Source: an optimization exercise on an open RTL-to-GDS flow (aim: small area, a short achievable clock period and few clock cycles per item). Production flows keep margins and buffers that such runs may drop. Function was checked by simulation only, so behaviour that the tests miss may differ from the original. Power is estimated from default activity; no workload was simulated.

[design/flow/design.v]
package esdk_pkg;
    localparam int MAX_ITEMS_DEF = 16;
    localparam int KEY_BITS_DEF  = 64;
    typedef enum logic [1:0] {
        ST_LOAD,
        ST_DRAIN
    } state_t;
    typedef struct packed {
        logic load;
        logic shift;
    } cell_ctl_t;
    function automatic logic [63:0] order_rank(input logic [63:0] k);
        order_rank = k[63] ? ~k : (k | {1'b1, 63'd0});
    endfunction
endpackage
module esdk_cell #(
    parameter int KEY_BITS = esdk_pkg::KEY_BITS_DEF
) (
    input  logic                  aclk,
    input  esdk_pkg::cell_ctl_t   ctl,
    input  logic                  occ_in,
    input  logic [KEY_BITS-1:0]   new_key,
    input  logic                  occ_here,
    input  logic                  prev_take,
    input  logic [KEY_BITS-1:0]   prev_key,
    input  logic [KEY_BITS-1:0]   next_key,
    output logic [KEY_BITS-1:0]   key_out,
    output logic                  take_out
);
    logic [KEY_BITS-1:0] key_reg;
    logic                take_new;
    assign take_new = !occ_here || (esdk_pkg::order_rank(new_key) < esdk_pkg::order_rank(key_reg));
    assign key_out  = key_reg;
    assign take_out = take_new;
    always_ff @(posedge aclk) begin
        if (ctl.load && occ_in) begin
            if (take_new) begin
                key_reg <= prev_take ? prev_key : new_key;
            end
        end else if (ctl.shift) begin
            key_reg <= next_key;
        end
    end
endmodule
module exchange_sort_double_keys_unit #(
    parameter int MAX_ITEMS = esdk_pkg::MAX_ITEMS_DEF,
    parameter int KEY_BITS  = esdk_pkg::KEY_BITS_DEF
) (
    input  logic                aclk,
    input  logic                aresetn,
    input  logic                s_valid,
    output logic                s_ready,
    input  logic [KEY_BITS-1:0] s_key,
    input  logic                s_last,
    output logic                m_valid,
    input  logic                m_ready,
    output logic [KEY_BITS-1:0] m_sorted_key,
    output logic                m_end_of_set,
    output logic                m_dropped
);
    localparam int CW = $clog2(MAX_ITEMS + 1);
    esdk_pkg::state_t          state_reg, state_next;
    logic [CW-1:0]   cnt_reg, cnt_next;
    logic            ovf_reg, ovf_next;
    esdk_pkg::cell_ctl_t       ctl;
    logic            s_acc, m_acc;
    logic [KEY_BITS-1:0] kout [MAX_ITEMS];
    logic [MAX_ITEMS-1:0] occ;
    logic [MAX_ITEMS-1:0] take;
    assign s_acc = s_valid && s_ready;
    assign m_acc = m_valid && m_ready;
    genvar g;
    for (g = 0; g < MAX_ITEMS; g++) begin : g_cell
        assign occ[g] = (cnt_reg > CW'(g));
        esdk_cell #(.KEY_BITS(KEY_BITS)) u_cell (
            .aclk      (aclk),
            .ctl       (ctl),
            .occ_in    (cnt_reg >= CW'(g)),
            .new_key   (s_key),
            .occ_here  (occ[g]),
            .prev_take ((g == 0) ? 1'b0 : take[(g + MAX_ITEMS - 1) % MAX_ITEMS]),
            .prev_key  (kout[(g + MAX_ITEMS - 1) % MAX_ITEMS]),
            .next_key  ((g == MAX_ITEMS - 1) ? kout[g] : kout[(g + 1) % MAX_ITEMS]),
            .key_out   (kout[g]),
            .take_out  (take[g])
        );
    end
    assign m_sorted_key = kout[0];
    assign m_end_of_set = (cnt_reg == CW'(1));
    assign m_dropped    = ovf_reg;
    always_ff @(posedge aclk) begin
        if (!aresetn) begin
            state_reg <= esdk_pkg::ST_LOAD;
            cnt_reg   <= '0;
            ovf_reg   <= 1'b0;
        end else begin
            state_reg <= state_next;
            cnt_reg   <= cnt_next;
            ovf_reg   <= ovf_next;
        end
    end
    always_comb begin
        state_next = state_reg;
        cnt_next   = cnt_reg;
        ovf_next   = ovf_reg;
        s_ready    = 1'b0;
        m_valid    = 1'b0;
        ctl        = '0;
        unique case (state_reg)
            esdk_pkg::ST_LOAD: begin
                s_ready  = 1'b1;
                ctl.load = s_acc && (cnt_reg < CW'(MAX_ITEMS));
                if (s_acc) begin
                    if (cnt_reg < CW'(MAX_ITEMS)) begin
                        cnt_next = cnt_reg + CW'(1);
                    end else begin
                        ovf_next = 1'b1;
                    end
                    if (s_last) begin
                        state_next = esdk_pkg::ST_DRAIN;
                    end
                end
            end
            esdk_pkg::ST_DRAIN: begin
                m_valid   = 1'b1;
                ctl.shift = m_acc;
                if (m_acc) begin
                    cnt_next = cnt_reg - CW'(1);
                    if (cnt_reg == CW'(1)) begin
                        state_next = esdk_pkg::ST_LOAD;
                        ovf_next   = 1'b0;
                    end
                end
            end
            default: state_next = esdk_pkg::ST_LOAD;
        endcase
    end
endmodule
[design/flow/run.sh]
#!/bin/bash
# synth_recipe.tcl (not shown) runs the flow's synth.tcl, then flattens the netlist and writes it again
# the make line also repeats each setting of config.mk as NAME=value (left out here)
make -C /OpenROAD-flow-scripts/flow DESIGN_CONFIG=/design/flow/config.mk WORK_HOME=/design/flow/orfs CLKGATE_MAP_FILE= SYNTH_SCRIPT=/design/flow/synth_recipe.tcl finish
[design/flow/config.mk]
export PLATFORM = sky130hd
export DESIGN_NAME = exchange_sort_double_keys_unit
export DESIGN_NICKNAME = exchange_sort_double_keys_unit
export VERILOG_FILES = /design/flow/design.v
export SDC_FILE = /design/flow/constraint.sdc
export NUM_CORES = 4
export LEC_CHECK = 0
export CAP_MARGIN = 20
export CORE_MARGIN = 2
export CORE_UTILIZATION = 40
export SETUP_SLACK_MARGIN = 0.2
export SLEW_MARGIN = 20
[design/flow/constraint.sdc]
create_clock -name core_clock -period 6.0 [get_ports {aclk}]
set_input_delay 1.2000 -clock core_clock [delete_from_list [all_inputs] [get_ports {aclk}]]
set_output_delay 1.2000 -clock core_clock [all_outputs]
set_load 0.01 [all_outputs]
==> notes.md <==
## stage by stage
stage	setup TNS, ns	instances	area (um2)	utilization, %
after floorplan	-131.42	8973	88000	-
after global placement	-40.90	11810	95800	44.3
after detailed placement	-63.26	11812	95900	44.3
after CTS	0	12053	100000	46.3
after global routing	0	12055	100000	46.3
final	0	12058	100000	46.3
## where the power goes
group / internal (uW) / switching (uW) / total [uW]
clock network: 4510 / 3640 / 8150
logic: 4220 / 6790 / 11000
registers: 8790 / 798 / 9580
total: 17500 / 11200 / 28700
## worst max-delay path, cell delays in order
cell      delay [ns]
buf_8           0.30
buf_12          0.28
xor2_2          0.26
buf_4           0.29
buf_4           0.27
ha_1            0.18
nand4_1         0.09
nor2_1          0.62
nand2_1         0.11
a31oi_1         0.59
a21oi_1         0.10
buf_4           0.22
a2111o_1        0.40
nand2_4         0.12
buf_4           0.54
mux2i_1         0.31
a21oi_1         0.09
## cells by family (layout without fill, tap and decap cells)
| logic type | Yosys count | count (layout) | synth area share (%) |
|---|---|---|---|
| buffers and inverters | 704 | 931 | 3.40 |
| other | 0 | 4 | 0 |
| muxes | 705 | 705 | 8.22 |
| and+or+nand+nor | 2165 | 2165 | 10.9 |
| adders and majority gates | 1013 | 1013 | 14.6 |
| DFF | 1031 | 1031 | 35.6 |
| xor gates and xnor gates | 1075 | 1075 | 10.9 |
| AOI/OAI and AO/OA | 2280 | 2280 | 16.4 |
## placed cells by master, fill, tap and decap left out, types with 24 or more instances in the layout
master              n
o221a_2           192
xor2_4             39
nand4_1           177
nand3_1            71
ha_1             1011
clkbuf_16         136
nor2_1            573
xor2_2             24
clkbuf_1           26
xnor2_1          1011
o21ai_0           642
mux2_2             65
mux2i_1           640
buf_12            118
nor3_1            296
nand2_1           891
buf_4             416
a211oi_1          115
clkinv_1           37
edfxtp_1         1024
nor2b_1            33
clkdlybuf4s50_1   135
a31oi_1            77
o21a_1             34
o22ai_1            69
a21oi_1           592
o21ai_1           157
o211ai_1           35
a21o_1            213
## worst paths after layout
| kind | endpoint | slack (ns) | cells after the start |
|---|---|---|---|
| max | g_cell[1].u_cell.key_reg[25] | 0.44 | 17 |
| min | g_cell[14].u_cell.key_reg[14] | 0.58 | 2 |
| max reg2reg | g_cell[15].u_cell.key_reg[61] | 0.48 | 15 |
| min reg2reg | g_cell[14].u_cell.key_reg[14] | 0.58 | 2 |
## layer usage
metal	track usage (%)	wire [um]
met1	43.6	153000
met4	18.6	24500
met3	6.91	35900
met5	0	41
met2	50.0	161000
## cell type report
cell class	instances	share of cell area [%]
Clock inverter	79	0.770
Multi-Input combinational cell	7238	54.4
Timing Repair Buffer	673	6.92
Clock buffer	162	3.49
Antenna cell	4	0.00999
Tap cell	2854	3.56
Sequential cell	1031	30.8
Inverter	17	0.0637
==> qor.yml <==
ctsResizeCount: 0
cts_tree: "yes"
setup_viol: 0
vias: 76278
remaining_drc_errors: 0
cts-root-buf: "clkbuf_16"
cts.clk_slew.worst_paths_ns: 0.06
multi_input_area_um2: 54500
clkLatencyLatePin_ns: 0.84
cts_buffer_depth: 3
drt_iter0_markers: 9267
vias_per_cell: 6.33
wl_per_cell_um: 31.1
worstSetupStartpointType: "input pin"
power_density_nw_per_um2: 287
rows: 171
ff_latch_area_um2: 30900
synthArstFlopShare_pct: 0
leakage_uw: 0.0393
cts_setup_buffers: 0
die-area_um2: 221000
synth.yosys.seq_area_share_pct: 35.6
die_w_um: 470
hold_buffers: 0
avgSynthCellArea_um2: 9.68
slew_headroom_pct: 19.0
post-dp-hpwl_um: 271000
synth_top_area_cell: "edfxtp_1"
portBuffers: 136
grt-ovfl-total: 0
synthTopCellsByCount: "1,024 x edfxtp_1, 1,013 x ha_1, 1,011 x xnor2_1"
setup_ws_ns: 0.438
synth_area_leaders: "edfxtp_1 35%, ha_1 15%, xnor2_1 10%"
worstHoldPathType: "reg -> reg"
routed_wl_um: 375000
min-delay-start: "g_cell[15].u_cell.key_reg[14]"
max_freq_mhz: 180
rsz0062_at_grt: "false"
syn_nets: 10055
cts_sinks: 1031
ios: 137
pre_cts_ws_ns: -0.368
cap_violations: 0
crit_fanout: 24
cts_made_buffers: 135
fin_nets: 10178
ys_seq_elements: 1031
yosysMostFrequentCell: "edfxtp_1"
outcome: "timing/DRC/antenna clean"
period_share_pct: 92.7
slew_violations: 0
hold_violations: 0
synth_edf_count: 1024
grt_pass1_wl_um: 533000
min_period_ns: 5.56
yosys_warnings: 3
grt_pass1_vias: 74326
largest_reg_flops: 1024
synth_cell_type_count: 77
critPathRequiredTime_ns: 6.52
chipHeight_um: 470
core-area_um2: 217000
r2r_start: "g_cell[14].u_cell.key_reg[63]"
cp.arrival_ns: 6.08
endpoint_kind: "flop"
synthCells: 8973
grt_usage_pct: 33.0
critPathKind: "in -> reg"
first_pass_iters: 6
synthFlopType: "edfxtp_1"
fill_cells: 20311
skew_ns: 0.0451
grt_max_degree: 129
gp_congestion: 0.972
htree_levels: 4
crit_path_start: "s_key[63]"
whs_ns: 0.580
layout-area-overhead-vs-synth_pct: 15.4
ir_drop_mv: 0.268
initial_core_util_pct: 40.1
netlist_area_um2: 86800
detail-route-antenna-nets: 0
p_total_uw: 28700
worst_pin_slew_ns: 1.21
synth_top_area_share_pct: 35.4
antenna_found_initial: 7
drive_gt1_share_pct: 12.1
Testbench counts, summed over its fixed seeds: cycles 9,510, items 4,755.

what the ideal ports hide:
The flow's constraints put no driver on any port. The routed layout listed below was extracted and timed again, unchanged, in two steps. Step 1 sets driving cells, clkbuf_16 on the clock port and buf_2 on the other inputs (assumed; they add their load-dependent delay and slew). Step 2 times the ports against the registers' clock, not the clock port: input delays grow and output delays shrink by t, the midpoint of the rising clock arrivals with the driver on. Three values: no drivers, after step 1, after step 2; two values: the first two.
shift t [ns]: 0.909
slack for setup (ns): 0.438 / 0.482 / -0.425
worst register clock-pin slew, ns: 0.06 / 0.06
pins driven straight from the clock port: 1
With both steps, setup timing fails in this run, where it was met with ideal ports. For this run, drivers alone change the setup slack by +0.044 ns; drivers and shift together by -0.863 ns.
